Context: an optimization exercise on an open-source flow, tuned for small area, a short achievable clock period and few clock cycles per item. The choices shown serve that exercise and are no tape-out recipe. Only simulation tests tie the RTL to the original design; equivalence was not proved. Power is estimated from default activity; no workload was simulated.

==> design/flow/design.v <==
package cache_bank_pkg;
    localparam int WORD_BITS      = 32;
    localparam int WORD_BYTES     = WORD_BITS / 8;
    localparam int WORDS_PER_LINE = 4;
    localparam int LINE_BITS      = WORD_BITS * WORDS_PER_LINE;
    localparam int LINE_BYTES     = WORD_BYTES * WORDS_PER_LINE;
    localparam int WSEL_BITS      = $clog2(WORDS_PER_LINE);
    localparam int NUM_SETS       = 16;
    localparam int SET_BITS       = $clog2(NUM_SETS);
    localparam int LINE_ADDR_BITS = 12;
    localparam int TAG_BITS       = LINE_ADDR_BITS - SET_BITS;
    localparam int REQ_TAG_BITS   = 4;
    localparam int QUEUE_DEPTH    = 6;
    localparam int WDATA_DEPTH    = 4;
    localparam logic [1:0] K_RD_HIT  = 2'd0;
    localparam logic [1:0] K_RD_MISS = 2'd1;
    localparam logic [1:0] K_WR_HIT  = 2'd2;
endpackage
`timescale 1ns/10ps
import cache_bank_pkg::*;
module mem_req_stage (
    input  logic                      clk,
    input  logic                      rst_n,
    input  logic                      in_valid,
    input  logic                      in_take,
    input  logic                      in_op,
    input  logic [LINE_ADDR_BITS-1:0] in_line_addr,
    input  logic [WSEL_BITS-1:0]      in_wsel,
    input  logic [WORD_BYTES-1:0]     in_byteen,
    input  logic [WORD_BITS-1:0]      in_data,
    output logic                      full_next,
    output logic                      mem_req_valid,
    input  logic                      mem_req_ready,
    output logic                      mem_req_op,
    output logic [LINE_ADDR_BITS-1:0] mem_req_line_addr,
    output logic [LINE_BYTES-1:0]     mem_req_byteen,
    output logic [WORD_BITS-1:0]      mem_req_word
);
    logic                      m_v, s_v;
    logic                      m_free;
    logic                      s_op;
    logic [LINE_ADDR_BITS-1:0] s_line_addr;
    logic [WSEL_BITS-1:0]      s_wsel;
    logic [WORD_BYTES-1:0]     s_byteen;
    logic [WORD_BITS-1:0]      s_data;
    logic                      n_op;
    logic [LINE_ADDR_BITS-1:0] n_line_addr;
    logic [WSEL_BITS-1:0]      n_wsel;
    logic [WORD_BYTES-1:0]     n_byteen;
    logic [WORD_BITS-1:0]      n_data;
    logic [LINE_BYTES-1:0]     n_line_byteen;
    assign m_free = !m_v || mem_req_ready;
    assign n_op        = s_v ? s_op        : in_op;
    assign n_line_addr = s_v ? s_line_addr : in_line_addr;
    assign n_wsel      = s_v ? s_wsel      : in_wsel;
    assign n_byteen    = s_v ? s_byteen    : in_byteen;
    assign n_data      = s_v ? s_data      : in_data;
    always_comb begin
        n_line_byteen = '0;
        n_line_byteen[n_wsel*WORD_BYTES +: WORD_BYTES] = n_byteen;
    end
    assign full_next = m_free ? 1'b0 : (s_v || in_take);
    always_ff @(posedge clk or negedge rst_n) begin
        if (!rst_n) begin
            m_v <= 1'b0;
            s_v <= 1'b0;
        end else begin
            if (m_free) m_v <= s_v || in_valid;
            s_v <= m_free ? 1'b0 : (s_v || in_valid);
        end
    end
    always_ff @(posedge clk) begin
        if (m_free) begin
            mem_req_op        <= n_op;
            mem_req_line_addr <= n_line_addr;
            mem_req_byteen    <= n_line_byteen;
            mem_req_word      <= n_data;
        end
        if (!m_free && !s_v) begin
            s_op        <= in_op;
            s_line_addr <= in_line_addr;
            s_wsel      <= in_wsel;
            s_byteen    <= in_byteen;
            s_data      <= in_data;
        end
    end
    assign mem_req_valid = m_v;
endmodule
`timescale 1ns/10ps
import cache_bank_pkg::*;
module tag_store (
    input  logic                      clk,
    input  logic                      rst_n,
    input  logic                      write,
    input  logic [LINE_ADDR_BITS-1:0] addr,
    output logic                      hit
);
    logic [NUM_SETS-1:0] valid_q;
    logic [TAG_BITS-1:0] tags_q [NUM_SETS];
    logic [SET_BITS-1:0] set;
    logic [TAG_BITS-1:0] tag;
    assign set = addr[SET_BITS-1:0];
    assign tag = addr[LINE_ADDR_BITS-1:SET_BITS];
    always_ff @(posedge clk or negedge rst_n) begin
        if (!rst_n) begin
            valid_q <= '0;
        end else if (write) begin
            valid_q[set] <= 1'b1;
        end
    end
    always_ff @(posedge clk) begin
        if (write) begin
            tags_q[set] <= tag;
        end
    end
    assign hit = valid_q[set] && (tags_q[set] == tag);
endmodule
`timescale 1ns/10ps
import cache_bank_pkg::*;
module data_store (
    input  logic                  clk,
    input  logic [NUM_SETS-1:0]       set_oh,
    input  logic [NUM_SETS*WORDS_PER_LINE-1:0] word_oh,    
    input  logic                  fill,
    input  logic                  fill_sel,    
    input  logic [LINE_BITS-1:0]  fill_line,
    input  logic                  word_write,
    input  logic [WORD_BYTES-1:0] write_byteen,
    input  logic [WORD_BITS-1:0]  write_word,
    output logic [WORD_BITS-1:0]  read_word
);
    logic [LINE_BITS-1:0] lines_q [NUM_SETS];
    for (genvar s = 0; s < NUM_SETS; s++) begin : g_set
        for (genvar w = 0; w < WORDS_PER_LINE; w++) begin : g_word
            for (genvar b = 0; b < WORD_BYTES; b++) begin : g_byte
                localparam int LO = (w * WORD_BYTES + b) * 8;
                always_ff @(posedge clk) begin
                    if ((set_oh[s] && fill) || (word_write && word_oh[s*WORDS_PER_LINE+w] && write_byteen[b])) begin
                        lines_q[s][LO +: 8] <= fill_sel ? fill_line[LO +: 8] : write_word[b*8 +: 8];
                    end
                end
            end
        end
    end
    always_comb begin
        read_word = '0;
        for (int s = 0; s < NUM_SETS; s++) begin
            for (int w = 0; w < WORDS_PER_LINE; w++) begin
                read_word |= lines_q[s][w*WORD_BITS +: WORD_BITS] & {WORD_BITS{word_oh[s*WORDS_PER_LINE+w]}};
            end
        end
    end
endmodule
`timescale 1ns/10ps
import cache_bank_pkg::*;
module bank_ctrl (
    input  logic                      clk,
    input  logic                      rst_n,
    input  logic                      core_req_valid,
    output logic                      core_req_ready,
    input  logic                      core_req_op,
    input  logic [LINE_ADDR_BITS-1:0] core_req_line_addr,
    input  logic [WSEL_BITS-1:0]      core_req_wsel,
    input  logic [WORD_BYTES-1:0]     core_req_byteen,
    input  logic [WORD_BITS-1:0]      core_req_data,
    input  logic [REQ_TAG_BITS-1:0]   core_req_tag,
    output logic                      tag_write,
    input  logic                      hit,
    output logic                      mreq_valid,
    input  logic                      mreq_full_next,
    input  logic                      mem_rsp_valid,
    output logic                      mem_rsp_ready,
    input  logic [LINE_BITS-1:0]      mem_rsp_data,
    output logic [NUM_SETS-1:0]       store_set_oh,
    output logic [NUM_SETS*WORDS_PER_LINE-1:0] store_word_oh,
    output logic                      data_fill,
    output logic                      data_fill_sel,
    output logic                      word_write,
    output logic [WORD_BYTES-1:0]     store_byteen,
    output logic [WORD_BITS-1:0]      store_word,
    input  logic [WORD_BITS-1:0]      read_word,
    output logic                      core_rsp_valid,
    input  logic                      core_rsp_ready,
    output logic [WORD_BITS-1:0]      core_rsp_data,
    output logic [REQ_TAG_BITS-1:0]   core_rsp_tag
);
    localparam int QN = QUEUE_DEPTH;
    localparam int DN = WDATA_DEPTH;
    logic [QN-1:0]           qv_q;
    logic [1:0]              qkind_q [QN];
    logic [SET_BITS-1:0]     qset_q  [QN];
    logic [WSEL_BITS-1:0]    qwsel_q [QN];
    logic [WORD_BYTES-1:0]   qbe_q   [QN];    
    logic [NUM_SETS-1:0]       hset_oh_q;
    logic [WORDS_PER_LINE-1:0] hwsel_oh_q;
    logic [NUM_SETS*WORDS_PER_LINE-1:0] hword_oh_q;    
    logic                      hmiss_q;       
    logic                      hwr_q;         
    logic [DN-1:0]           dv_q;
    logic [WORD_BITS-1:0]    wdata_q [DN];
    logic                    rv_q;
    logic                    r_free;
    logic                    ready_q;
    logic accept, push, pop, convert, dpush, dpop, rsp_push;
    logic [1:0] new_kind;
    logic [WORD_BYTES-1:0] new_be;
    assign core_req_ready = ready_q;
    assign accept         = core_req_valid && ready_q;
    assign tag_write  = accept && !core_req_op;
    assign mreq_valid = accept && (core_req_op || !hit);
    assign push       = accept && (!core_req_op || hit);
    assign dpush      = accept && core_req_op && hit;
    assign new_kind   = core_req_op ? K_WR_HIT : (hit ? K_RD_HIT : K_RD_MISS);
    assign new_be     = core_req_op ? core_req_byteen : core_req_tag;
    logic head_rd_hit;
    assign head_rd_hit = qv_q[0] && (qkind_q[0] == K_RD_HIT);
    assign r_free      = !rv_q || core_rsp_ready;
    assign mem_rsp_ready = hmiss_q;
    assign rsp_push      = r_free && (head_rd_hit || (hmiss_q && mem_rsp_valid));
    assign convert       = hmiss_q && mem_rsp_valid && !r_free;
    assign pop           = hwr_q || rsp_push;
    assign dpop          = hwr_q;
    assign store_set_oh  = hset_oh_q;
    assign store_word_oh = hword_oh_q;
    assign data_fill     = hmiss_q && mem_rsp_valid;
    assign data_fill_sel = hmiss_q;
    assign word_write    = hwr_q;
    assign store_byteen  = qbe_q[0];
    assign store_word    = wdata_q[0];
    logic [WORD_BITS-1:0] fill_word;
    always_comb begin
        fill_word = '0;
        for (int w = 0; w < WORDS_PER_LINE; w++) begin
            fill_word |= mem_rsp_data[w*WORD_BITS +: WORD_BITS] & {WORD_BITS{hwsel_oh_q[w]}};
        end
    end
    always_ff @(posedge clk or negedge rst_n) begin
        if (!rst_n) begin
            rv_q <= 1'b0;
        end else if (r_free) begin
            rv_q <= rsp_push;
        end
    end
    always_ff @(posedge clk) begin
        if (r_free) begin
            core_rsp_data <= hmiss_q ? fill_word : read_word;
            core_rsp_tag  <= qbe_q[0];
        end
    end
    assign core_rsp_valid = rv_q;
    logic [QN-1:0] qv_shift, qv_next;
    logic [QN-1:0] put;
    logic [1:0]    kind0_next;
    assign qv_shift = pop ? (qv_q >> 1) : qv_q;
    always_comb begin
        for (int i = 0; i < QN; i++) begin
            put[i] = !qv_shift[i] && (i == 0 || qv_shift[i-1]);
        end
    end
    assign qv_next = qv_shift | (put & {QN{push}});
    always_comb begin
        if (accept && put[0]) kind0_next = new_kind;
        else if (pop)         kind0_next = qkind_q[1];
        else if (convert)     kind0_next = K_RD_HIT;
        else                  kind0_next = qkind_q[0];
    end
    always_ff @(posedge clk or negedge rst_n) begin
        if (!rst_n) begin
            qv_q    <= '0;
            hmiss_q <= 1'b0;
            hwr_q   <= 1'b0;
        end else begin
            qv_q    <= qv_next;
            hmiss_q <= qv_next[0] && (kind0_next == K_RD_MISS);
            hwr_q   <= qv_next[0] && (kind0_next == K_WR_HIT);
        end
    end
    always_ff @(posedge clk) begin
        qkind_q[0] <= kind0_next;
        for (int i = 0; i < QN; i++) begin
            if (accept && put[i]) begin
                if (i > 0) qkind_q[i] <= new_kind;
                qset_q[i]  <= core_req_line_addr[SET_BITS-1:0];
                qwsel_q[i] <= core_req_wsel;
                qbe_q[i]   <= new_be;
            end else if (pop && i < QN-1) begin
                if (i > 0) qkind_q[i] <= qkind_q[i+1];
                qset_q[i]  <= qset_q[i+1];
                qwsel_q[i] <= qwsel_q[i+1];
                qbe_q[i]   <= qbe_q[i+1];
            end
        end
        if (accept && put[0]) begin
            hset_oh_q  <= NUM_SETS'(1) << core_req_line_addr[SET_BITS-1:0];
            hwsel_oh_q <= WORDS_PER_LINE'(1) << core_req_wsel;
            hword_oh_q <= (NUM_SETS*WORDS_PER_LINE)'(1) << {core_req_line_addr[SET_BITS-1:0], core_req_wsel};
        end else if (pop) begin
            hset_oh_q  <= NUM_SETS'(1) << qset_q[1];
            hwsel_oh_q <= WORDS_PER_LINE'(1) << qwsel_q[1];
            hword_oh_q <= (NUM_SETS*WORDS_PER_LINE)'(1) << {qset_q[1], qwsel_q[1]};
        end
    end
    logic [DN-1:0] dv_shift, dv_next;
    logic [DN-1:0] dput;
    assign dv_shift = dpop ? (dv_q >> 1) : dv_q;
    always_comb begin
        for (int i = 0; i < DN; i++) begin
            dput[i] = !dv_shift[i] && (i == 0 || dv_shift[i-1]);
        end
    end
    assign dv_next = dv_shift | (dput & {DN{dpush}});
    always_ff @(posedge clk or negedge rst_n) begin
        if (!rst_n) begin
            dv_q <= '0;
        end else begin
            dv_q <= dv_next;
        end
    end
    always_ff @(posedge clk) begin
        for (int i = 0; i < DN; i++) begin
            if (accept && core_req_op && dput[i]) begin
                wdata_q[i] <= core_req_data;
            end else if (dpop && i < DN-1) begin
                wdata_q[i] <= wdata_q[i+1];
            end
        end
    end
    logic [QN-1:0] qv_room;
    logic [DN-1:0] dv_room;
    assign qv_room = qv_shift | (put & {QN{accept}});
    assign dv_room = dv_shift | (dput & {DN{accept && core_req_op}});
    always_ff @(posedge clk or negedge rst_n) begin
        if (!rst_n) begin
            ready_q <= 1'b1;
        end else begin
            ready_q <= !mreq_full_next && !qv_room[QN-1] && !dv_room[DN-1];
        end
    end
endmodule
`timescale 1ns/10ps
import cache_bank_pkg::*;
module cache_bank (
    input  logic                      clk,
    input  logic                      rst_n,
    input  logic                      core_req_valid,
    output logic                      core_req_ready,
    input  logic                      core_req_op,
    input  logic [LINE_ADDR_BITS-1:0] core_req_line_addr,
    input  logic [WSEL_BITS-1:0]      core_req_wsel,
    input  logic [WORD_BYTES-1:0]     core_req_byteen,
    input  logic [WORD_BITS-1:0]      core_req_data,
    input  logic [REQ_TAG_BITS-1:0]   core_req_tag,
    output logic                      core_rsp_valid,
    input  logic                      core_rsp_ready,
    output logic [WORD_BITS-1:0]      core_rsp_data,
    output logic [REQ_TAG_BITS-1:0]   core_rsp_tag,
    output logic                      mem_req_valid,
    input  logic                      mem_req_ready,
    output logic                      mem_req_op,
    output logic [LINE_ADDR_BITS-1:0] mem_req_line_addr,
    output logic [LINE_BYTES-1:0]     mem_req_byteen,
    output logic [LINE_BITS-1:0]      mem_req_data,
    input  logic                      mem_rsp_valid,
    output logic                      mem_rsp_ready,
    input  logic [LINE_BITS-1:0]      mem_rsp_data
);
    logic                      tag_write;
    logic                      hit;
    logic                      mreq_valid;
    logic                      mreq_full_next;
    logic [NUM_SETS-1:0]       store_set_oh;
    logic [NUM_SETS*WORDS_PER_LINE-1:0] store_word_oh;
    logic                      data_fill;
    logic                      data_fill_sel;
    logic                      word_write;
    logic [WORD_BYTES-1:0]     store_byteen;
    logic [WORD_BITS-1:0]      store_word;
    logic [WORD_BITS-1:0]      read_word;
    logic [WORD_BITS-1:0]      mem_req_word;
    bank_ctrl u_ctrl (
        .clk                (clk),
        .rst_n              (rst_n),
        .core_req_valid     (core_req_valid),
        .core_req_ready     (core_req_ready),
        .core_req_op        (core_req_op),
        .core_req_line_addr (core_req_line_addr),
        .core_req_wsel      (core_req_wsel),
        .core_req_byteen    (core_req_byteen),
        .core_req_data      (core_req_data),
        .core_req_tag       (core_req_tag),
        .tag_write          (tag_write),
        .hit                (hit),
        .mreq_valid         (mreq_valid),
        .mreq_full_next     (mreq_full_next),
        .mem_rsp_valid      (mem_rsp_valid),
        .mem_rsp_ready      (mem_rsp_ready),
        .mem_rsp_data       (mem_rsp_data),
        .store_set_oh       (store_set_oh),
        .store_word_oh      (store_word_oh),
        .data_fill          (data_fill),
        .data_fill_sel      (data_fill_sel),
        .word_write         (word_write),
        .store_byteen       (store_byteen),
        .store_word         (store_word),
        .read_word          (read_word),
        .core_rsp_valid     (core_rsp_valid),
        .core_rsp_ready     (core_rsp_ready),
        .core_rsp_data      (core_rsp_data),
        .core_rsp_tag       (core_rsp_tag)
    );
    tag_store u_tags (
        .clk   (clk),
        .rst_n (rst_n),
        .write (tag_write),
        .addr  (core_req_line_addr),
        .hit   (hit)
    );
    data_store u_data (
        .clk          (clk),
        .set_oh       (store_set_oh),
        .word_oh      (store_word_oh),
        .fill         (data_fill),
        .fill_sel     (data_fill_sel),
        .fill_line    (mem_rsp_data),
        .word_write   (word_write),
        .write_byteen (store_byteen),
        .write_word   (store_word),
        .read_word    (read_word)
    );
    mem_req_stage u_mreq (
        .clk               (clk),
        .rst_n             (rst_n),
        .in_valid          (mreq_valid),
        .in_take           (core_req_valid && core_req_ready),
        .in_op             (core_req_op),
        .in_line_addr      (core_req_line_addr),
        .in_wsel           (core_req_wsel),
        .in_byteen         (core_req_byteen),
        .in_data           (core_req_data),
        .full_next         (mreq_full_next),
        .mem_req_valid     (mem_req_valid),
        .mem_req_ready     (mem_req_ready),
        .mem_req_op        (mem_req_op),
        .mem_req_line_addr (mem_req_line_addr),
        .mem_req_byteen    (mem_req_byteen),
        .mem_req_word      (mem_req_word)
    );
    assign mem_req_data = {WORDS_PER_LINE{mem_req_word}};
endmodule
==> design/flow/run.sh <==
#!/bin/bash
# synth_recipe.tcl (not shown) runs the flow's synth.tcl, then flattens the netlist and writes it again
# the make line also repeats each setting of config.mk as NAME=value (left out here)
make -C /OpenROAD-flow-scripts/flow DESIGN_CONFIG=/design/flow/config.mk WORK_HOME=/design/flow/orfs CLKGATE_MAP_FILE= SYNTH_SCRIPT=/design/flow/synth_recipe.tcl finish
==> design/flow/config.mk <==
export PLATFORM = sky130hd
export DESIGN_NAME = cache_bank
export DESIGN_NICKNAME = cache_bank
export VERILOG_FILES = /design/flow/design.v
export SDC_FILE = /design/flow/constraint.sdc
export NUM_CORES = 4
export LEC_CHECK = 0
export CAP_MARGIN = 10
export CELL_PAD_IN_SITES_DETAIL_PLACEMENT = 1
export CELL_PAD_IN_SITES_GLOBAL_PLACEMENT = 1
export CORE_MARGIN = 5
export CORE_UTILIZATION = 40
export CTS_CLUSTER_DIAMETER = 80
export CTS_CLUSTER_SIZE = 20
export PLACE_DENSITY = 0.6
export SETUP_SLACK_MARGIN = 3.3
export SLEW_MARGIN = 10
export TNS_END_PERCENT = 0
==> design/flow/constraint.sdc <==
create_clock -name core_clock -period 6.0 [get_ports {clk}]
set_input_delay 1.2000 -clock core_clock [delete_from_list [all_inputs] [get_ports {clk}]]
set_output_delay 1.2000 -clock core_clock [all_outputs]
set_load 0.01 [all_outputs]
==> run summary <==
clock-pin slew on the worst setup and hold paths=90 ps; starting density of the core=between 40% and 50%; Buf+Inv Stages, Crit Path=2; placed cell count=between 9000 and 10000; H-tree Lvls=4; Hold WS=just over 400 ps; die area=0.2615 mm²; Seq/Total Area, Yosys=78.50%; Top delay family on crit path=simple AND/OR/NAND/NOR gates; most frequent cell after synthesis=edfxtp_1; vias=68210; post-synthesis compound-gate area fraction=9.450%; Max Cap Viol=0; DRT Wirelength=454000 µm; proportion of netlist area held by the largest area contributor=77.66%; flip-flop and latch area=about 0.079 mm²; Starting DRT DRC Count=~13000; number of port buffers=385; worst ir drop on vdd=approximately 0.00042 V; routing usage on met2=48.84%; minimum clock period after layout=roughly 3400 ps; RR Endpoint=u_ctrl.core_rsp_data[23]$_DFFE_PN_; CTS max path bufs=3; Slew headroom=10.50%; cts bufs inserted=157; drt drc=0; Simple-Gate Fraction of Synth Area=6.427%; CTS sink count=between 2000 and 3000; Unique masters post-synth=61; post-route cell area=0.1145 mm²; post-synthesis async set-or-reset flop share=1.215%; skew final=44.89 ps; Setup CP Type=flip-flop to flip-flop; CP max-delay cell=nor4_1; largest family of logic cells by synthesized area=compound AO/OA/AOI/OAI gates; wire length per cell=46.30 µm; Synth Area in XOR/XNOR=0.1207%; Final ANT Viol Nets=0; Worst Setup End Kind=flip-flop; Worst Path Arrival=3980 ps; Synthesis Warnings=12; layer with the highest usage=met2; fin util=45.68%; Mapped Nets=6243; GPL Wtd Cong=approximately 0.94; DR pass1 iterations=8; Final #Nets=6571; Layout area overhead=13.92%; GR Layer Usage met3=12.70%; Post-Layout Cell Count=9804; status=timing/DRC/antenna clean; GR Overflow Total=0; die height=511.3 µm; final-layout fill cell count=roughly 24000; CP startpoint kind=flip-flop; Synth top cells by count=edfxtp_1, nand2_1, a22oi_1; met1 GRT Util=44.44%; Hold Vio Cnt, Final=0; Post-Syn Area=0.1005 mm²; Critical Path RT=6570 ps; first-pass GRT wire length=598200 µm; site row count=184; die width=511.3 µm; Area contributors post-synth=edfxtp_1, a22oi_1, nand2_1, mux2_2, a221oi_1; Final Max Slew Viols=0; Post-synth EDFFs=2600; HP Class=input port to asynchronous set/reset pin; multiplexer share of the synthesized area=2.935%; final setup violating endpoints=0; synthesized-area fraction occupied by adder cells=0.1120%; cell taking the most area after synthesis=edfxtp_1; FF-to-FF Start=u_ctrl.hword_oh_q[35]$_SDFFCE_PN0P_; area used by multi-input combinational logic=0.02000 mm²; PD cells=550.4 mW/mm²; estimated wirelength of the detail-placed design=between 200000 and 300000 µm; slew at the pin closest to its max-slew limit=between 1000 and 1500 ps; RSZ-0062 raised after global routing=yes; period utilization=between 50% and 60%; initial antenna violation count=34; Avg Cell Area, Syn=16.63 µm²; CTS tree=done; r2r setup slk=2600 ps; Placed Instance Area=0.1082 mm²; CP cell instances=buf_4, buf_4, a22oi_1, nand4_1, nor4_1, nand4_1, nor3_2, a31oi_1; Reg2Reg Depth=8; vias in the first global route=65580; setup total negative slack=0 ps; vias per cell=around 7.0; Clock Latency Late Sink=870 ps; Max Freq=0.2939 GHz; CP Max Fanout=23; # IOs=386; core area=between 0.2 and 0.3 mm²; gr usage total=between 30% and 40%; top_reg_cell synth=edfxtp_1; share of cells above drive strength 1=13.72%; leakage power=around 38 nW; largest net degree at the start of global routing=117; FF+latch count, synth=2634; Post-Synthesis Cells=6045; CP max stage delay=around 510 ps; root buf cell=clkbuf_16
[through the flow]
step,worst slack [ps],power (W)
floorplan,2284,0.03640
global placement,1035,0.04935
detailed placement,918.2,0.04970
CTS,2943,0.06154
global route,2827,0.06338
finish,2598,0.06303
[worst max-delay path by stage]
stage	from	end	slack [ps]	depth (start not counted)
final	u_ctrl.hword_oh_q[35]$_SDFFCE_PN0P_	u_ctrl.core_rsp_data[23]$_DFFE_PN_	2600	8
after global routing	core_req_line_addr[0]	u_mreq.m_v$_DFFE_PN0P_	2830	10
after CTS	u_ctrl.core_rsp_data[26]$_DFFE_PN_	core_rsp_data[26]	2940	1
after detailed placement	mem_rsp_valid	u_ctrl.hword_oh_q[58]$_SDFFCE_PN0P_	920	9
after global placement	mem_rsp_valid	u_ctrl.hword_oh_q[16]$_SDFFCE_PP0P_	1040	9
after floorplan	core_req_line_addr[0]	u_ctrl.qkind_q[3][0]$_DFFE_PP_	2280	9
[routing by layer]
layer  vias up  wire (µm)  part of all wire (%)
li1      24900          -                     -
met1     35590     165200                    36
met2      6417     193400                    43
met3      1272      69050                    15
met4        32      26060                   5.7
met5         -        225                 0.050
[cells by family (layout without fill, tap and decap cells)]
| kind of cell | after synthesis | in the layout |
|---|---|---|
| flops | 2634 | 2634 |
| simple gates | 1391 | 1393 |
| compound gates | 1199 | 1203 |
| buf+inv | 556 | 941 |
| mux | 243 | 243 |
| xor+xnor | 13 | 13 |
| fa+ha+maj | 9 | 9 |
| other cells | 0 | 20 |
[power breakdown]
part           leakage, nW  switching, W  internal, W  total, W
Sequential            24.3       0.00158       0.0262    0.0278
Combinational         11.2        0.0187      0.00491    0.0236
Clock                 2.25       0.00640      0.00521    0.0116
[final cells by class]
| class | count | share of cell area [%] |
|---|---|---|
| clock inverters | 47 | 0.4938 |
| clock buffers | 175 | 3.545 |
| multi-input cells | 2861 | 17.46 |
| inverters | 25 | 0.08740 |
| repair buffers | 694 | 5.796 |
| well taps | 3348 | 3.658 |
| flip-flops and latches | 2634 | 68.91 |
| diodes | 20 | 0.04370 |
[sequential cells by signal (all words and copies together) (netlist names), 6 cells and up]
signal,count
u_ctrl.hword_oh_q,64
u_tags.valid_q,16
u_ctrl.qkind_q,12
u_mreq.mem_req_line_addr,12
u_ctrl.hset_oh_q,16
u_mreq.s_line_addr,12
u_ctrl.qbe_q,24
u_mreq.mem_req_word,32
u_ctrl.core_rsp_data,32
u_data.lines_q,2048
u_ctrl.wdata_q,128
u_ctrl.qv_q,6
u_ctrl.qset_q,20
u_ctrl.qwsel_q,10
u_mreq.s_data,32
u_tags.tags_q,128
u_mreq.mem_req_byteen,16
[timing repair]
item	CTS	global route
pin swaps	8	6
hold buffers	0	0
endpoints found under the hold margin	0	0
setup buffers	89	8
gates resized for setup	282	36
endpoints found under the setup margin	4466	3488
cloned	8	0
[placed cells by master, fill, tap and decap left out, drive strengths merged, types with 90 or more instances in the layout]
| master | netlist | final |
|---|---|---|
| buf | 174 | 310 |
| a22o | 224 | 224 |
| a221oi | 229 | 229 |
| edfxtp | 2600 | 2600 |
| nor2 | 90 | 90 |
| nor3 | 105 | 105 |
| nand3 | 326 | 326 |
| mux2 | 184 | 184 |
| nand2 | 601 | 602 |
| nand4 | 161 | 161 |
| clkdlybuf4s50 | 0 | 252 |
| a22oi | 514 | 514 |
| clkbuf | 357 | 176 |
| dlygate4sd2 | 0 | 126 |
Testbench counts, summed over its fixed seeds: cycles 24,098, requests 24,000.

## separate check: timing with driven ports
The results above use ideal ports. As a check the final layout listed here was re-extracted and re-timed, cells and wires unchanged.
Step 1 (the two cells are an assumption about what drives the block):
set clk [get_ports {clk}]
set_driving_cell -lib_cell sky130_fd_sc_hd__clkbuf_16 $clk
set_driving_cell -lib_cell sky130_fd_sc_hd__buf_2 [delete_from_list [all_inputs] $clk]
Step 2 adds t to the input delays and takes it off the output delays; t is the mean of the earliest and latest rising clock arrival at the registers after step 1. Input paths then give back, and output paths get back, about the clock's delay inside the block.
Slacks: ideal / step 1 / step 2; pairs: ideal / step 1.
t, ns: 0.961
setup slack, ns: 2.598 / 2.598 / 1.843
worst register clock-pin slew, ns: 0.09 / 0.09
pins driven straight from the clock port: 1
After both steps this run still meets setup and hold. For this run, drivers alone change the setup slack by 0.000 ns; drivers and shift together by -0.755 ns.
